Context: an optimization exercise on an open-source flow, tuned for small area, a short achievable clock period and few clock cycles per item. The choices shown serve that exercise and are no tape-out recipe.
Power is estimated from default activity; no workload was simulated.

==> flow/design.v <==
package cne_pkg;
    localparam int NUM_TAGS = 6;
    localparam int MAX_BYTES = 9;
    localparam logic [2:0] REG_TAG_ZERO     = 3'd0;
    localparam logic [2:0] REG_TAG_ONE      = 3'd1;
    localparam logic [2:0] REG_TAG_INTEGER  = 3'd2;
    localparam logic [2:0] REG_TAG_HALF     = 3'd3;
    localparam logic [2:0] REG_TAG_SINGLE   = 3'd4;
    localparam logic [2:0] REG_TAG_DOUBLE   = 3'd5;
    typedef struct packed {
        logic [7:0] zero;
        logic [7:0] one;
        logic [7:0] integ;
        logic [7:0] half;
        logic [7:0] single;
        logic [7:0] dbl;
    } t_tags;
endpackage
module cne_front (
    input  logic                i_clk,
    input  logic                i_acc,
    input  logic                i_func_in,
    input  logic [31:0]         i_int_value_in,
    input  logic [63:0]         i_real_bits_in,
    input  logic                i_is_double_in,
    input  cne_pkg::t_tags      i_tags,
    output logic [7:0]          o_byte0,
    output logic [63:0]         o_pay,
    output logic [3:0]          o_rem,
    output logic                o_last0,
    output logic                o_cy,
    output logic                o_inv
);
    logic        i_func;
    logic [31:0] i_int_value;
    logic [63:0] i_real_bits;
    logic        i_is_double;
    logic [63:0] r_bits;
    always_ff @(posedge i_clk) begin
        if (i_acc) begin
            i_func <= i_func_in;
            i_is_double <= i_is_double_in;
            r_bits <= {i_real_bits_in[63:32],
                       i_func_in ? i_real_bits_in[31:0] : i_int_value_in};
        end
    end
    assign i_real_bits = r_bits;
    assign i_int_value = r_bits[31:0];
    logic        s;
    logic [10:0] e;
    logic [51:0] m;
    assign s = i_real_bits[63];
    assign e = i_real_bits[62:52];
    assign m = i_real_bits[51:0];
    logic        neg;
    logic [3:0]  lo4;
    logic        lt4, lt12, lt20, lt28;
    logic [2:0]  n0;
    assign neg = i_int_value[31];
    assign lo4 = (i_int_value[3:0] ^ {4{neg}}) + {3'd0, neg};
    assign lt4  = neg ? (&i_int_value[31:4]  & |i_int_value[3:0])  : ~|i_int_value[31:4];
    assign lt12 = neg ? (&i_int_value[31:12] & |i_int_value[11:0]) : ~|i_int_value[31:12];
    assign lt20 = neg ? (&i_int_value[31:20] & |i_int_value[19:0]) : ~|i_int_value[31:20];
    assign lt28 = neg ? (&i_int_value[31:28] & |i_int_value[27:0]) : ~|i_int_value[31:28];
    assign n0 = lt4 ? 3'd0 : lt12 ? 3'd1 : lt20 ? 3'd2 : lt28 ? 3'd3 : 3'd4;
    logic [5:0]  e6;
    logic [32:0] w;
    logic [63:0] rot;
    logic [32:0] yi;
    logic [23:0] ys;
    assign e6 = e[5:0];
    assign w = {1'b1, m[51:20]};
    assign rot = ({31'd0, w} << e6) | ({31'd0, w} >> (7'd64 - {1'b0, e6}));
    assign yi = rot[62:30];
    assign ys = rot[32:9];
    logic [32:0] mki, mks;
    logic        sti, sts;
    always_comb begin
        for (int k = 0; k < 33; k++) begin
            mki[k] = e6[5] ? ((k < 31) || (k == 31 && !e6[0])) : ((k < 30) && (e6 < 6'(30 - k)));
            mks[k] = (e6 == 6'd0) ? (k < 9) : ((k < 10) || (e6 < 6'(73 - k)));
        end
    end
    assign sti = (|m[19:0]) | (|(w & mki));
    assign sts = (|m[19:0]) | (|(w & mks));
    logic        e_max, nrm, ovf, sub;
    logic [30:0] f_pre;
    logic        rup, exact;
    assign e_max = &e;
    assign nrm = (e >= 11'd897) && (e <= 11'd1150);
    assign ovf = (e >= 11'd1151) && !e_max;
    assign sub = (e >= 11'd872) && (e <= 11'd896);
    always_comb begin
        f_pre = 31'd0;
        rup = 1'b0;
        exact = 1'b0;
        if (e_max) begin
            f_pre = {8'hff, |m, m[50:29]};
            exact = ~|m;
        end else if (nrm) begin
            f_pre = {~e[7], e[6:0], m[51:29]};
            rup = m[28] & ((|m[27:0]) | m[29]);
            exact = ~|m[28:0];
        end else if (ovf) begin
            f_pre = {8'hff, 23'd0};
        end else if (sub) begin
            f_pre = {8'd0, ys[23:1]};
            rup = ys[0] & (sts | ys[1]);
            exact = ~ys[0] & ~sts;
        end
    end
    logic        w8, zero, one, int_f, half_f;
    logic [31:0] mag;
    logic [2:0]  nhi, nhh;
    assign w8 = i_is_double & ~exact;
    assign zero = ~|i_real_bits[62:0];
    assign one = (i_real_bits == 64'h3ff0000000000000);
    assign int_f = (e >= 11'd1023) && (e <= 11'd1053) && !yi[0] && !sti
                   && ((e <= 11'd1042) || w8);
    assign half_f = (e >= 11'd1022) && (e <= 11'd1052) && yi[0] && !sti
                    && ((e <= 11'd1041) || w8);
    assign mag = half_f ? yi[31:0] : yi[32:1];
    assign nhi = (e < 11'd1027) ? 3'd0 : (e < 11'd1035) ? 3'd1 : (e < 11'd1043) ? 3'd2
               : (e < 11'd1051) ? 3'd3 : 3'd4;
    assign nhh = (e < 11'd1026) ? 3'd0 : (e < 11'd1034) ? 3'd1 : (e < 11'd1042) ? 3'd2
               : (e < 11'd1050) ? 3'd3 : 3'd4;
    logic [3:0] ri, rh;
    assign ri = (e < 11'd1027) ? 4'd1 : (e < 11'd1035) ? 4'd2 : (e < 11'd1043) ? 4'd3
              : (e < 11'd1051) ? 4'd4 : 4'd5;
    assign rh = (e < 11'd1026) ? 4'd1 : (e < 11'd1034) ? 4'd2 : (e < 11'd1042) ? 4'd3
              : (e < 11'd1050) ? 4'd4 : 4'd5;
    assign o_last0 = i_func ? (zero | one) : lt4;
    always_comb begin
        o_pay = i_real_bits;
        o_cy = 1'b0;
        o_inv = 1'b0;
        if (!i_func) begin
            o_byte0 = {~neg, n0, lo4};
            o_pay[31:0] = {{4{neg}}, i_int_value[31:4]};
            o_rem = {1'b0, n0};
            o_cy = neg & ~|i_int_value[3:0];
            o_inv = neg;
        end else if (zero) begin
            o_byte0 = i_tags.zero;
            o_rem = 4'd0;
        end else if (one) begin
            o_byte0 = i_tags.one;
            o_rem = 4'd0;
        end else if (int_f || half_f) begin
            o_byte0 = half_f ? i_tags.half : i_tags.integ;
            o_pay[39:0] = {4'd0, mag[31:4], ~s, half_f ? nhh : nhi, mag[3:0]};
            o_rem = half_f ? rh : ri;
        end else if (!w8) begin
            o_byte0 = i_tags.single;
            o_pay[31:0] = {s, f_pre};
            o_rem = 4'd4;
            o_cy = rup;
        end else begin
            o_byte0 = i_tags.dbl;
            o_rem = 4'd8;
        end
    end
endmodule
module cne_back (
    input  logic           i_clk,
    input  logic           i_rst_n,
    input  logic           i_acc,
    input  logic [7:0]     i_byte0,
    input  logic [63:0]    i_pay,
    input  logic [3:0]     i_rem,
    input  logic           i_last0,
    input  logic           i_cy,
    input  logic           i_inv,
    output logic           o_free,
    output logic           o_strobe,
    output logic [7:0]     o_out_byte,
    output logic           o_last_byte
);
    logic [63:0] r_sh;
    logic [3:0]  r_rem;
    logic        r_cy;
    logic        r_inv;
    logic [7:0]  x;
    assign o_free = (r_rem == 4'd0);
    assign x = r_sh[7:0] ^ {8{r_inv}};
    always_ff @(posedge i_clk) begin
        if (!i_rst_n) begin
            r_rem <= 4'd0;
            o_strobe <= 1'b0;
        end else if (i_acc) begin
            r_rem <= i_rem;
            o_strobe <= 1'b1;
        end else begin
            if (r_rem != 4'd0) r_rem <= r_rem - 4'd1;
            o_strobe <= (r_rem != 4'd0);
        end
    end
    always_ff @(posedge i_clk) begin
        if (i_acc) begin
            o_out_byte <= i_byte0;
            o_last_byte <= i_last0;
            r_sh <= i_pay;
            r_cy <= i_cy;
            r_inv <= i_inv;
        end else begin
            o_out_byte <= x + {7'd0, r_cy};
            o_last_byte <= (r_rem == 4'd1);
            r_sh <= {r_sh[63:56], r_sh[63:8]};
            r_cy <= r_cy & (&x);
        end
    end
endmodule
module compact_number_encoder (
    input  logic                i_clk,
    input  logic                i_rst_n,
    input  logic                start,
    output logic                busy,
    input  logic                i_func,
    input  logic signed [31:0]  i_int_value,
    input  logic [63:0]         i_real_bits,
    input  logic                i_is_double,
    output logic                o_strobe,
    output logic [7:0]          o_out_byte,
    output logic                o_last_byte,
    input  logic                psel,
    input  logic                penable,
    input  logic                pwrite,
    input  logic [4:0]          paddr,
    input  logic [31:0]         pwdata,
    output logic [31:0]         prdata,
    output logic                pready
);
    cne_pkg::t_tags r_tags;
    logic [7:0]     byte0;
    logic [63:0]    pay;
    logic [3:0]     rem;
    logic           cy, inv, last0;
    assign pready = 1'b1;
    always_ff @(posedge i_clk) begin
        if (!i_rst_n) begin
            r_tags <= {8'd0, 8'd1, 8'd2, 8'd3, 8'd4, 8'd5};
        end else if (psel && penable && pwrite) begin
            case (paddr[4:2])
                cne_pkg::REG_TAG_ZERO:    r_tags.zero   <= pwdata[7:0];
                cne_pkg::REG_TAG_ONE:     r_tags.one    <= pwdata[7:0];
                cne_pkg::REG_TAG_INTEGER: r_tags.integ  <= pwdata[7:0];
                cne_pkg::REG_TAG_HALF:    r_tags.half   <= pwdata[7:0];
                cne_pkg::REG_TAG_SINGLE:  r_tags.single <= pwdata[7:0];
                cne_pkg::REG_TAG_DOUBLE:  r_tags.dbl    <= pwdata[7:0];
                default: ;
            endcase
        end
    end
    always_comb begin
        case (paddr[4:2])
            cne_pkg::REG_TAG_ZERO:    prdata = {24'd0, r_tags.zero};
            cne_pkg::REG_TAG_ONE:     prdata = {24'd0, r_tags.one};
            cne_pkg::REG_TAG_INTEGER: prdata = {24'd0, r_tags.integ};
            cne_pkg::REG_TAG_HALF:    prdata = {24'd0, r_tags.half};
            cne_pkg::REG_TAG_SINGLE:  prdata = {24'd0, r_tags.single};
            cne_pkg::REG_TAG_DOUBLE:  prdata = {24'd0, r_tags.dbl};
            default:                  prdata = 32'd0;
        endcase
    end
    logic           acc, v1, ld, free;
    assign busy = v1 && !free;
    assign acc = start && !busy;
    assign ld = v1 && free;
    always_ff @(posedge i_clk) begin
        if (!i_rst_n) v1 <= 1'b0;
        else if (acc) v1 <= 1'b1;
        else if (ld) v1 <= 1'b0;
    end
    cne_front u_front (
        .i_clk          (i_clk),
        .i_acc          (acc),
        .i_func_in      (i_func),
        .i_int_value_in (i_int_value),
        .i_real_bits_in (i_real_bits),
        .i_is_double_in (i_is_double),
        .i_tags      (r_tags),
        .o_byte0     (byte0),
        .o_pay       (pay),
        .o_rem       (rem),
        .o_last0     (last0),
        .o_cy        (cy),
        .o_inv       (inv)
    );
    cne_back u_back (
        .i_clk       (i_clk),
        .i_rst_n     (i_rst_n),
        .i_acc       (ld),
        .i_byte0     (byte0),
        .i_pay       (pay),
        .i_rem       (rem),
        .i_last0     (last0),
        .i_cy        (cy),
        .i_inv       (inv),
        .o_free      (free),
        .o_strobe    (o_strobe),
        .o_out_byte  (o_out_byte),
        .o_last_byte (o_last_byte)
    );
endmodule
clock: 9.0 ns
lec_check: 0
cap_margin: 20
core_margin: 2
core_utilization: 40
setup_slack_margin: 5
slew_margin: 20
run.sh (not shown) runs the stock make flow with config.mk's settings and CLKGATE_MAP_FILE= SYNTH_SCRIPT=/design/flow/synth_recipe.tcl, a recipe that flattens the netlist after the stock synthesis.
The baseline passed the timing, DRC and antenna checks.
Next try:
--- a/flow/design.v
+++ b/flow/design.v
@@ -15,39 +15,22 @@
         logic [7:0] single;
         logic [7:0] dbl;
     } t_tags;
 endpackage
 module cne_front (
-    input  logic                i_clk,
-    input  logic                i_acc,
-    input  logic                i_func_in,
-    input  logic [31:0]         i_int_value_in,
-    input  logic [63:0]         i_real_bits_in,
-    input  logic                i_is_double_in,
+    input  logic                i_func,
+    input  logic [31:0]         i_int_value,
+    input  logic [63:0]         i_real_bits,
+    input  logic                i_is_double,
     input  cne_pkg::t_tags      i_tags,
     output logic [7:0]          o_byte0,
     output logic [63:0]         o_pay,
     output logic [3:0]          o_rem,
     output logic                o_last0,
     output logic                o_cy,
     output logic                o_inv
 );
-    logic        i_func;
-    logic [31:0] i_int_value;
-    logic [63:0] i_real_bits;
-    logic        i_is_double;
-    logic [63:0] r_bits;
-    always_ff @(posedge i_clk) begin
-        if (i_acc) begin
-            i_func <= i_func_in;
-            i_is_double <= i_is_double_in;
-            r_bits <= {i_real_bits_in[63:32],
-                       i_func_in ? i_real_bits_in[31:0] : i_int_value_in};
-        end
-    end
-    assign i_real_bits = r_bits;
-    assign i_int_value = r_bits[31:0];
     logic        s;
     logic [10:0] e;
     logic [51:0] m;
     assign s = i_real_bits[63];
     assign e = i_real_bits[62:52];
@@ -169,21 +152,21 @@
     input  logic [63:0]    i_pay,
     input  logic [3:0]     i_rem,
     input  logic           i_last0,
     input  logic           i_cy,
     input  logic           i_inv,
-    output logic           o_free,
+    output logic           o_busy,
     output logic           o_strobe,
     output logic [7:0]     o_out_byte,
     output logic           o_last_byte
 );
     logic [63:0] r_sh;
     logic [3:0]  r_rem;
     logic        r_cy;
     logic        r_inv;
     logic [7:0]  x;
-    assign o_free = (r_rem == 4'd0);
+    assign o_busy = (r_rem != 4'd0);
     assign x = r_sh[7:0] ^ {8{r_inv}};
     always_ff @(posedge i_clk) begin
         if (!i_rst_n) begin
             r_rem <= 4'd0;
             o_strobe <= 1'b0;
@@ -260,26 +243,15 @@
             cne_pkg::REG_TAG_SINGLE:  prdata = {24'd0, r_tags.single};
             cne_pkg::REG_TAG_DOUBLE:  prdata = {24'd0, r_tags.dbl};
             default:                  prdata = 32'd0;
         endcase
     end
-    logic           acc, v1, ld, free;
-    assign busy = v1 && !free;
-    assign acc = start && !busy;
-    assign ld = v1 && free;
-    always_ff @(posedge i_clk) begin
-        if (!i_rst_n) v1 <= 1'b0;
-        else if (acc) v1 <= 1'b1;
-        else if (ld) v1 <= 1'b0;
-    end
     cne_front u_front (
-        .i_clk          (i_clk),
-        .i_acc          (acc),
-        .i_func_in      (i_func),
-        .i_int_value_in (i_int_value),
-        .i_real_bits_in (i_real_bits),
-        .i_is_double_in (i_is_double),
+        .i_func      (i_func),
+        .i_int_value (i_int_value),
+        .i_real_bits (i_real_bits),
+        .i_is_double (i_is_double),
         .i_tags      (r_tags),
         .o_byte0     (byte0),
         .o_pay       (pay),
         .o_rem       (rem),
         .o_last0     (last0),
@@ -287,18 +259,18 @@
         .o_inv       (inv)
     );
     cne_back u_back (
         .i_clk       (i_clk),
         .i_rst_n     (i_rst_n),
-        .i_acc       (ld),
+        .i_acc       (start && !busy),
         .i_byte0     (byte0),
         .i_pay       (pay),
         .i_rem       (rem),
         .i_last0     (last0),
         .i_cy        (cy),
         .i_inv       (inv),
-        .o_free      (free),
+        .o_busy      (busy),
         .o_strobe    (o_strobe),
         .o_out_byte  (o_out_byte),
         .o_last_byte (o_last_byte)
     );
 endmodule
Outcome:
- combinational power went down by a quarter to a third
- die area fell by roughly a tenth
- total power came out lower by a quarter to a third
- sequential power falls by well over a third
- clock skew falls by 7.3 ps
- synthesized cell count decreases by a few percent
- core utilization rose by 9.4 points
Function was not checked in any run of this note: the RTL went through the layout flow alone.

## static timing again, ports no longer ideal
Ports are ideal in the flow. The routed layouts listed here were re-timed in OpenROAD. Step 1 sets driving cells, clkbuf_16 on the clock port and buf_2 on the other inputs (assumed; they add their load-dependent delay and slew). Step 2 moves the port delays by t, midway between the first and last clock arrival at a register: inputs arrive t later, outputs are due t later. That takes back most of the time a late clock gives input paths. a / b / c = no drivers / after step 1 / after step 2; a / b = the first two.
| run | shift t [ns] | setup WS [ns] | worst setup path after step 2 | worst slew at a driven data input, ns | pins driven straight from the clock port |
|---|---|---|---|---|---|
| the first run | 0.526 | 4.394 / 4.333 / 4.333 | input to output | 0.06 | 1 |
| the second run | 0.483 | 4.352 / 4.276 / 3.793 | input to register | 0.27 | 1 |
After both steps every run listed still meets setup and hold. The setup slack of the second run, which loses most, moves by -0.076 ns with the drivers and by -0.559 ns with both steps.
